Context: an optimization exercise on an open-source flow, tuned for small area, a short achievable clock period and few clock cycles per item. The choices shown serve that exercise and are no tape-out recipe.
Function was checked by simulation only, so behaviour that the tests miss may differ from the original.

==> flow/design.v, too long to show whole: its modules and the start of the top module <==
// module bfly_fa: 10 lines
// module bfly_ha: 9 lines
// module bfly_xor: 7 lines
// module bfly_and: 7 lines
// module bfly_maj: 8 lines
// module bfly_xnor: 7 lines
// module bfly_andn: 7 lines
// module bfly_ao: 8 lines
// module fft_bfly_pipe: 3524 lines
module fft_bfly_pipe #(
  parameter int DATA_W = 16,
  parameter int TW_W   = 16,
  parameter int TAG_W  = 8
) (
  input  logic              clk,
  input  logic              rst,
  input  logic              in_valid,
  output logic              in_ready,
  input  logic [DATA_W-1:0] a_re,
  input  logic [DATA_W-1:0] a_im,
  input  logic [DATA_W-1:0] b_re,
  input  logic [DATA_W-1:0] b_im,
  input  logic [TW_W-1:0]   w_re,
  input  logic [TW_W-1:0]   w_im,
  input  logic              inv,
  input  logic              scale,
  input  logic [TAG_W-1:0]  tag_in,
  output logic              out_valid,
  input  logic              out_ready,
  output logic [DATA_W-1:0] y0_re,
  output logic [DATA_W-1:0] y0_im,
  output logic [DATA_W-1:0] y1_re,
  output logic [DATA_W-1:0] y1_im,
  output logic              ovf,
  output logic [TAG_W-1:0]  tag_out
);
  // ...
==> flow/run.sh <==
#!/bin/bash
# synth_recipe.tcl (not shown) runs the flow's synth.tcl, then flattens the netlist and writes it again
# the make line also repeats each setting of config.mk as NAME=value (left out here)
make -C /OpenROAD-flow-scripts/flow DESIGN_CONFIG=/design/flow/config.mk WORK_HOME=/design/flow/orfs CLKGATE_MAP_FILE= SYNTH_SCRIPT=/design/flow/synth_recipe.tcl finish
==> flow/config.mk <==
export PLATFORM = sky130hd
export DESIGN_NAME = fft_bfly_pipe
export DESIGN_NICKNAME = fft_bfly_pipe
export VERILOG_FILES = /design/flow/design.v
export SDC_FILE = /design/flow/constraint.sdc
export NUM_CORES = 4
export LEC_CHECK = 0
export CAP_MARGIN = 20
export CORE_MARGIN = 2
export CORE_UTILIZATION = 40
export SETUP_SLACK_MARGIN = 3.8
export SLEW_MARGIN = 20
export SYNTH_HIERARCHICAL = 1
export SYNTH_MINIMUM_KEEP_SIZE = 0
export TNS_END_PERCENT = 0
==> flow/constraint.sdc <==
create_clock -name core_clock -period 7.5 [get_ports {clk}]
set_input_delay 1.5000 -clock core_clock [delete_from_list [all_inputs] [get_ports {clk}]]
set_output_delay 1.5000 -clock core_clock [all_outputs]
set_load 0.01 [all_outputs]
==> out/qor.yml, run 1 <==
run_status:
  status: "timing/DRC/antenna clean"
clocking:
  clk_path_buf_depth: 3
  clock_sinks: 354
  cts_resized: 75
  cts_tree: "done"
  hold_buffers: 0
  cts.clk_slew.worst_paths_ps: 60
logic_synthesis:
  synthTopCellsByArea: "edfxtp_1 26%, fa_1 15%, xor2_1 13%"
  synth_flop_cell: "edfxtp_1"
  synthMuxAreaShare_pct: 1.844
  synth_compound_area_share_pct: 14.06
  synth_top_family_by_area: "XOR/XNOR gates"
  yosys_warnings: 7
finish:
  clock_area_share_pct: 3.128
  design.seq.count: 354
  n_all_buffers: 354
  fin_util_pct: 46.28
  fillers: 9268
  drive_gt1_share_pct: 16.72
  nets: 4301
  diodes: 0
sta:
  finalWorstSetupSlack_ps: 3729
  relSlewSlack_pct: 25.19
  finalCriticalPeriod_ps: 3771
  slew_violations: 0
  period_share_pct: 50.28
setup_path:
  start_kind: "register"
  r2r-start: "r1_bi[6]"
  cp-end-kind: "register"
  r2r_slack_ps: 3730
detailed_routing:
  dr.pass1.iters: 6
  drc: 0
place:
  placed_cells: 5020
min_path:
  holdPathEnd: "r2_tag[5]"
Testbench counts, summed over its fixed seeds: cycles 16,024, items 16,000.
==> run 2, diff against run 1 <==
--- a/flow/design.v
+++ b/flow/design.v
@@ -113,17 +113,18 @@
       twi_d[j] = (wim_e[2*j+2] ^ wim_e[2*j+1]) & ~(wim_e[2*j+1] ^ wim_e[2*j]);
       nwi_d[j] = wim_e[2*j+2];
     end
   end
   logic [15:0] r1_br, r1_bi;
   logic [15:0] r1_ar, r1_ai;
   logic [7:0]  r1_owr, r1_twr, r1_nwr;   
   logic [7:0]  r1_owi, r1_twi;           
-  logic [7:0]  r1_nwire, r1_nwiim;       
+  logic [7:0]  r1_nwiim;                 
+  logic [7:0]  r1_nwire;                 
   logic        r1_sc;
   logic [TAG_W-1:0] r1_tag;
   always_ff @(posedge clk) begin
     if (rst) v1_q <= 1'b0;
     else if (en) v1_q <= in_valid;
   end
   always_ff @(posedge clk) begin
     if (en) begin
@@ -131,22 +132,22 @@
       r1_bi    <= b_im;
       r1_ar    <= a_re;
       r1_ai    <= a_im;
       r1_owr   <= owr_d;
       r1_twr   <= twr_d;
       r1_nwr   <= nwr_d;
       r1_owi   <= owi_d;
       r1_twi   <= twi_d;
-      r1_nwire <= nwi_d ^ {8{~inv}};
       r1_nwiim <= nwi_d ^ {8{inv}};
       r1_sc    <= scale;
       r1_tag   <= tag_in;
     end
   end
+  assign r1_nwire = ~r1_nwiim;
   logic [34:0] re_r0, re_r1, im_r0, im_r1;
   logic        lre, lim;         
   wire [16:0] br_wr_pp0 = bsel(r1_br, r1_owr[0], r1_twr[0], r1_nwr[0]);
   wire [16:0] br_wr_pp1 = bsel(r1_br, r1_owr[1], r1_twr[1], r1_nwr[1]);
   wire [16:0] br_wr_pp2 = bsel(r1_br, r1_owr[2], r1_twr[2], r1_nwr[2]);
   wire [16:0] br_wr_pp3 = bsel(r1_br, r1_owr[3], r1_twr[3], r1_nwr[3]);
   wire [16:0] br_wr_pp4 = bsel(r1_br, r1_owr[4], r1_twr[4], r1_nwr[4]);
   wire [16:0] br_wr_pp5 = bsel(r1_br, r1_owr[5], r1_twr[5], r1_nwr[5]);
@@ -1823,25 +1824,25 @@
   always_ff @(posedge clk) begin
     if (en) begin
       r2_re0 <= re_r0[34:LC];
       r2_re1 <= re_r1[34:LC];
       r2_im0 <= im_r0[34:LC];
       r2_im1 <= im_r1[34:LC];
       r2_rec <= lre;
       r2_imc <= lim;
-      r2_ar  <= {r1_ar[15], r1_ar} + {16'd0, r1_sc};
-      r2_ai  <= {r1_ai[15], r1_ai} + {16'd0, r1_sc};
+      r2_ar  <= 17'({r1_ar[15], r1_ar} + {16'd0, r1_sc} + (r1_sc ? 17'h10000 : 17'h08000));
+      r2_ai  <= 17'({r1_ai[15], r1_ai} + {16'd0, r1_sc} + (r1_sc ? 17'h10000 : 17'h08000));
       r2_sc  <= r1_sc;
       r2_tag <= r1_tag;
     end
   end
   logic [19:0] ar20, ai20;
-  assign ar20 = {{3{r2_ar[16]}}, r2_ar};
-  assign ai20 = {{3{r2_ai[16]}}, r2_ai};
+  assign ar20 = {3'd0, r2_ar};
+  assign ai20 = {3'd0, r2_ai};
   logic [18:0] y0r, y0i, y1r, y1i;
   wire sbre_1;
   bfly_xor sbre_1_u (.a(r2_re0[6]), .b(r2_re1[6]), .y(sbre_1));
   wire sbre_2;
   bfly_xor sbre_2_u (.a(r2_re0[7]), .b(r2_re1[7]), .y(sbre_2));
   wire sbre_3;
   bfly_xor sbre_3_u (.a(r2_re0[8]), .b(r2_re1[8]), .y(sbre_3));
   wire sbre_4;
@@ -3537,21 +3538,19 @@
   wire sbim_423;
   bfly_xor sbim_423_u (.a(sbim_299), .b(sbim_422), .y(sbim_423));
   wire sbim_424;
   bfly_ao sbim_424_u (.a(sbim_387), .b(sbim_388), .c(sbim_46), .y(sbim_424));
   wire sbim_425;
   bfly_xor sbim_425_u (.a(sbim_300), .b(sbim_424), .y(sbim_425));
   assign y0i = {sbim_281, sbim_279, sbim_277, sbim_275, sbim_273, sbim_271, sbim_269, sbim_267, sbim_265, sbim_263, sbim_261, sbim_259, sbim_257, sbim_255, sbim_253, sbim_251, sbim_249, sbim_247, sbim_245};
   assign y1i = {sbim_425, sbim_423, sbim_421, sbim_419, sbim_417, sbim_415, sbim_413, sbim_411, sbim_409, sbim_407, sbim_405, sbim_403, sbim_401, sbim_399, sbim_397, sbim_395, sbim_393, sbim_391, sbim_389};
-  function automatic logic [16:0] fin(input logic [18:0] v, input logic sc);
-    logic [18:0] t;
-    t = sc ? {v[18], v[18:1]} : v;
-    fin[15:0] = t[15:0];
-    fin[16]   = !((&t[18:15]) | ~(|t[18:15]));
+  function automatic logic [16:0] fin(input logic [18:0] z, input logic sc);
+    fin[15:0] = sc ? {~z[16], z[15:1]} : {~z[15], z[14:0]};
+    fin[16]   = z[18] | z[17] | (z[16] & ~sc);
   endfunction
   logic [16:0] f0r, f0i, f1r, f1i;
   assign f0r = fin(y0r, r2_sc);
   assign f0i = fin(y0i, r2_sc);
   assign f1r = fin(y1r, r2_sc);
   assign f1i = fin(y1i, r2_sc);
   logic [15:0] res_y0r, res_y0i, res_y1r, res_y1i;
   logic        res_ovf;
==> run 2 against run 1 <==
Against the previous run:
- still clean on timing, DRC and antenna
- routed wire length decreased by 7.2%
- critical path depth increased by 1
- design area down 2.3%
- largest cell class unchanged
==> out/qor.yml, run 2 <==
finish:
  nets: 4229  # was 4301
  diodes: 0  # unchanged
  drive_gt1_share_pct: 14.04  # was 16.72%
  stdcell_count: 5101  # was 5173
  mostFrequentLayoutCells: "581 x xnor2_1, 580 x xor2_1, 478 x a22oi_1, 343 x edfxtp_1, 294 x fa_1"  # was 575 x xnor2_1, 540 x xor2_1, 480 x a22oi_1, 351 x edfxtp_1, 294 x fa_1
  fillers: 9439  # was 9268
  mostFrequentLayoutCell: "xnor2_1"  # unchanged
  syn2layout_area_growth_pct: 12.44  # was 14.63%
sta:
  final_hold_viol_count: 0  # unchanged
  setup_violations: 0  # unchanged
  rsz0062_at_grt: "yes"  # unchanged
  slew_violations: 0  # unchanged
  relSlewSlack_pct: 36.45  # was 25.19%
  setup_tns_ps: 0  # unchanged
  finalClockSkew_ps: 32.76  # was 39.83 ps
  worst_slew_pin_slew_ps: 953.2  # was 1122 ps
  max_freq_mhz: 269.9  # was 265.2 MHz
  finalCriticalPeriod_ps: 3705  # was 3771 ps
  fin_hold_ws_ps: 417.3  # was 414.1 ps
  period_share_pct: 49.41  # was 50.28%
setup_path:
  crit_cells: 11  # was 10
  start_kind: "register"  # unchanged
  reg2reg_to: "r2_im1[14]"  # unchanged
  critPathMaxStageDelay_ps: 570  # was 500 ps
  r2r_cells: 11  # was 10
  crit_slowest_cell: "fa_1"  # unchanged
  crit_fanout: 32  # unchanged
  path_buf_inv: 1  # unchanged
  crit_end: "r2_im1[14]"  # unchanged
  crit_type: "register to register"  # unchanged
  setup.worst_path.start: "r1_bi[4]"  # was r1_bi[6]
  critical_path.cell_chain: "buf_6 -> a22oi_1 -> xnor2_1 -> fa_1 -> xor2_1 -> xor2_1 -> maj3_2 -> maj3_2 -> maj3_2 -> xor2_1 -> xor2_1"  # was buf_4 -> a22oi_1 -> xnor2_1 -> maj3_2 -> fa_1 -> fa_1 -> maj3_2 -> maj3_2 -> xor2_1 -> xor2_1
  cp.arrival_ps: 4060  # was 4140 ps
  r2r-start: "r1_bi[4]"  # was r1_bi[6]
  r2r_slack_ps: 3790  # was 3730 ps
  cp_data_required_time_ps: 7860  # was 7870 ps
  cp_common_cell: "xor2_1"  # was maj3_2
  critPathTopFamily: "adder cells"  # unchanged
  cp-end-kind: "register"  # unchanged
detailed_routing:
  wl_per_cell_um: 22.85  # was 24.28 µm
  vias: 28771  # was 29574
  dr.pass1.iters: 6  # unchanged
  vias_per_cell: 5.640  # was 5.717
  drc: 0  # unchanged
  ant_nets: 0  # unchanged
  wl_um: 116500  # was 125600 µm
  drt_iter0_drc: 2397  # was 2796
place:
  placed_cells: 5004  # was 5020
  port_buffers: 184  # unchanged
  routabilityCongestion: 0.8345  # was 0.8481
  dp_hpwl_um: 76520  # was 80800 µm
logic_synthesis:
  synthTopCellsByArea: "edfxtp_1 26%, fa_1 15%, xor2_1 13%"  # unchanged
  yosys.area.top_type: "edfxtp_1"  # unchanged
  synth_top_area_share_pct: 25.60  # was 26.11%
  synth_area_mm2: 0.04023  # was 0.04037 mm²
  yosysSeqAreaShare_pct: 25.75  # was 26.26%
  synth_commonest_cells: "586 x xor2_1, 584 x xnor2_1, 480 x a22oi_1"  # was 593 x xor2_1, 581 x xnor2_1, 480 x a22oi_1
  avgSynthCellArea_um2: 10.94  # was 10.91 µm²
  synth.most_common_cell: "xor2_1"  # unchanged
  synthCells: 3676  # was 3701
  async_flop_share_pct: 0  # unchanged
  synth_edf_count: 343  # was 351
  yosysUniqueCellTypes: 45  # was 37
  synth_flop_cell: "edfxtp_1"  # unchanged
  yosys_warnings: 7  # unchanged
  ys_ff_latch: 346  # was 354
global_route:
  grt_first_pass_wirelength_um: 178700  # was 188400 µm
  antenna_found_initial: 0  # unchanged
  grt_pass1_vias: 29642  # was 30509
  grt_max_degree: 69  # was 153
  track_usage_pct: 22.53  # was 24.10%
  grt-ovfl-total: 0  # unchanged
floorplan:
  rows: 116  # unchanged
  core_mm2: 0.09986  # was 0.1000 mm²
  die_area_mm2: 0.1031  # was 0.1035 mm²
  die_w_um: 321.1  # was 321.7 µm
  io_pins: 185  # unchanged
  die_h_um: 321.1  # was 321.7 µm
  start_util_pct: 40.29  # was 40.37%
clocking:
  cts.clk_slew.worst_paths_ps: 60  # about the same
  cts_tree: "done"  # unchanged
  cts_max_level: 2  # unchanged
  cts_root_buf: "clkbuf_16"  # unchanged
  clock_sinks: 346  # was 354
  cts_buffers: 44  # was 46
  clk_latency_ps: 630  # was 640 ps
  clk_path_buf_depth: 3  # unchanged
min_path:
  hold_path.class: "register to register"  # unchanged
  worstHoldStart: "r2_tag[7]"  # was r1_tag[5]
run_status:
  status: "timing/DRC/antenna clean"  # unchanged
job:
  cap_violations: 0  # unchanged
==> run 2: logic make-up after synthesis <==
| family | Yosys count | share of synthesized area, % |
|---|---|---|
| AOI/OAI and AO/OA | 771 | 14.10 |
| xor gates and xnor gates | 1170 | 25.47 |
| adders and majority gates | 582 | 22.86 |
| buffers and inverters | 349 | 3.723 |
| DFF | 346 | 25.75 |
| muxes | 67 | 1.857 |
| other | 2 | 0.01867 |
| and+or+nand+nor | 389 | 6.220 |
==> run 2: what timing repair did <==
item,CTS,global route
gates cloned,2,0
resized for setup,18,77
buffers inserted,12,3
pin swaps,0,5
setup endpoints to repair,206,65
hold buffers,0,0
==> run 2: area by class of cell <==
cell class              instances  area [µm²]  share of cell area, %
well taps                    1298        1624                  3.590
clock buffers                  46        1109                  2.451
repair buffers                289        2913                  6.439
multi-input cells            3011       28580                  63.19
clock inverters                34       335.3                 0.7413
inverters                      77       311.5                 0.6887
flip-flops and latches        346       10360                  22.90
==> run 2: through the flow <==
stage / setup WS [ps] / area [µm²] / utilization, %
after floorplan: 2081 / 40340 / -
after global placement: 2845 / 43290 / 43.36
after detailed placement: 2842 / 43290 / 43.36
after CTS: 3754 / 44900 / 44.96
after global routing: 3731 / 45240 / 45.30
final: 3795 / 45240 / 45.30
==> run 2: how the worst min path moves through the flow <==
stage	endpoint	slack, ps	depth (start not counted)
after floorplan	r2_tag[0]	400	0
after global placement	r2_tag[0]	400	0
after detailed placement	r3_tag[2]	400	0
after CTS	r3_tag[2]	420	0
after global routing	r2_tag[6]	430	0
final	r3_tag[7]	420	0
==> run 2: modules after synthesis, one instance, submodules excluded <==
module | flip-flops and latches | cells inside | cell area, µm²
bfly_and | 0 | 1 | 6.256
bfly_ha | 0 | 1 | 12.51
bfly_andn | 0 | 1 | 13.76
bfly_maj | 0 | 1 | 11.26
fft_bfly_pipe | 346 | 2036 | 22530
bfly_xnor | 0 | 1 | 8.758
bfly_xor | 0 | 1 | 8.758
bfly_fa | 0 | 1 | 20.02
bfly_ao | 0 | 1 | 7.507
==> run 2: routing by layer <==
metal | GRT usage, % | wire length (µm)
met1 | 29.34 | 48630
met2 | 36.63 | 53950
met3 | 4.351 | 9348
met4 | 9.398 | 4610
met5 | 0 | 0
Testbench counts of run 2, summed over its fixed seeds: cycles 16,024, items 16,000.

-- what the ideal ports hide --
The results above use ideal ports. As a check the final layouts listed here were re-extracted and re-timed, cells and wires unchanged.
Step 1 (the two cells are an assumption about what drives the block):
set clk [get_ports {clk}]
set_driving_cell -lib_cell sky130_fd_sc_hd__clkbuf_16 $clk
set_driving_cell -lib_cell sky130_fd_sc_hd__buf_2 [delete_from_list [all_inputs] $clk]
Step 2 also shifts input and output timing later by t, the mid clock arrival at the registers, as if the neighbouring blocks saw the same clock.
a / b / c = no drivers / after step 1 / after step 2; a / b = the first two.
run	t (ns)	slack for setup (ns)	worst hold slack (ns)	cell pins on the clock port's net
run 1	0.688	3.729 / 3.729 / 3.652	0.414 / 0.414 / 0.414	1
run 2	0.691	3.795 / 3.795 / 3.403	0.417 / 0.417 / 0.417	1
After both steps setup and hold are still met in every run listed. The setup slack of run 2, which loses most, moves by 0.000 ns with the drivers and by -0.392 ns with both steps.
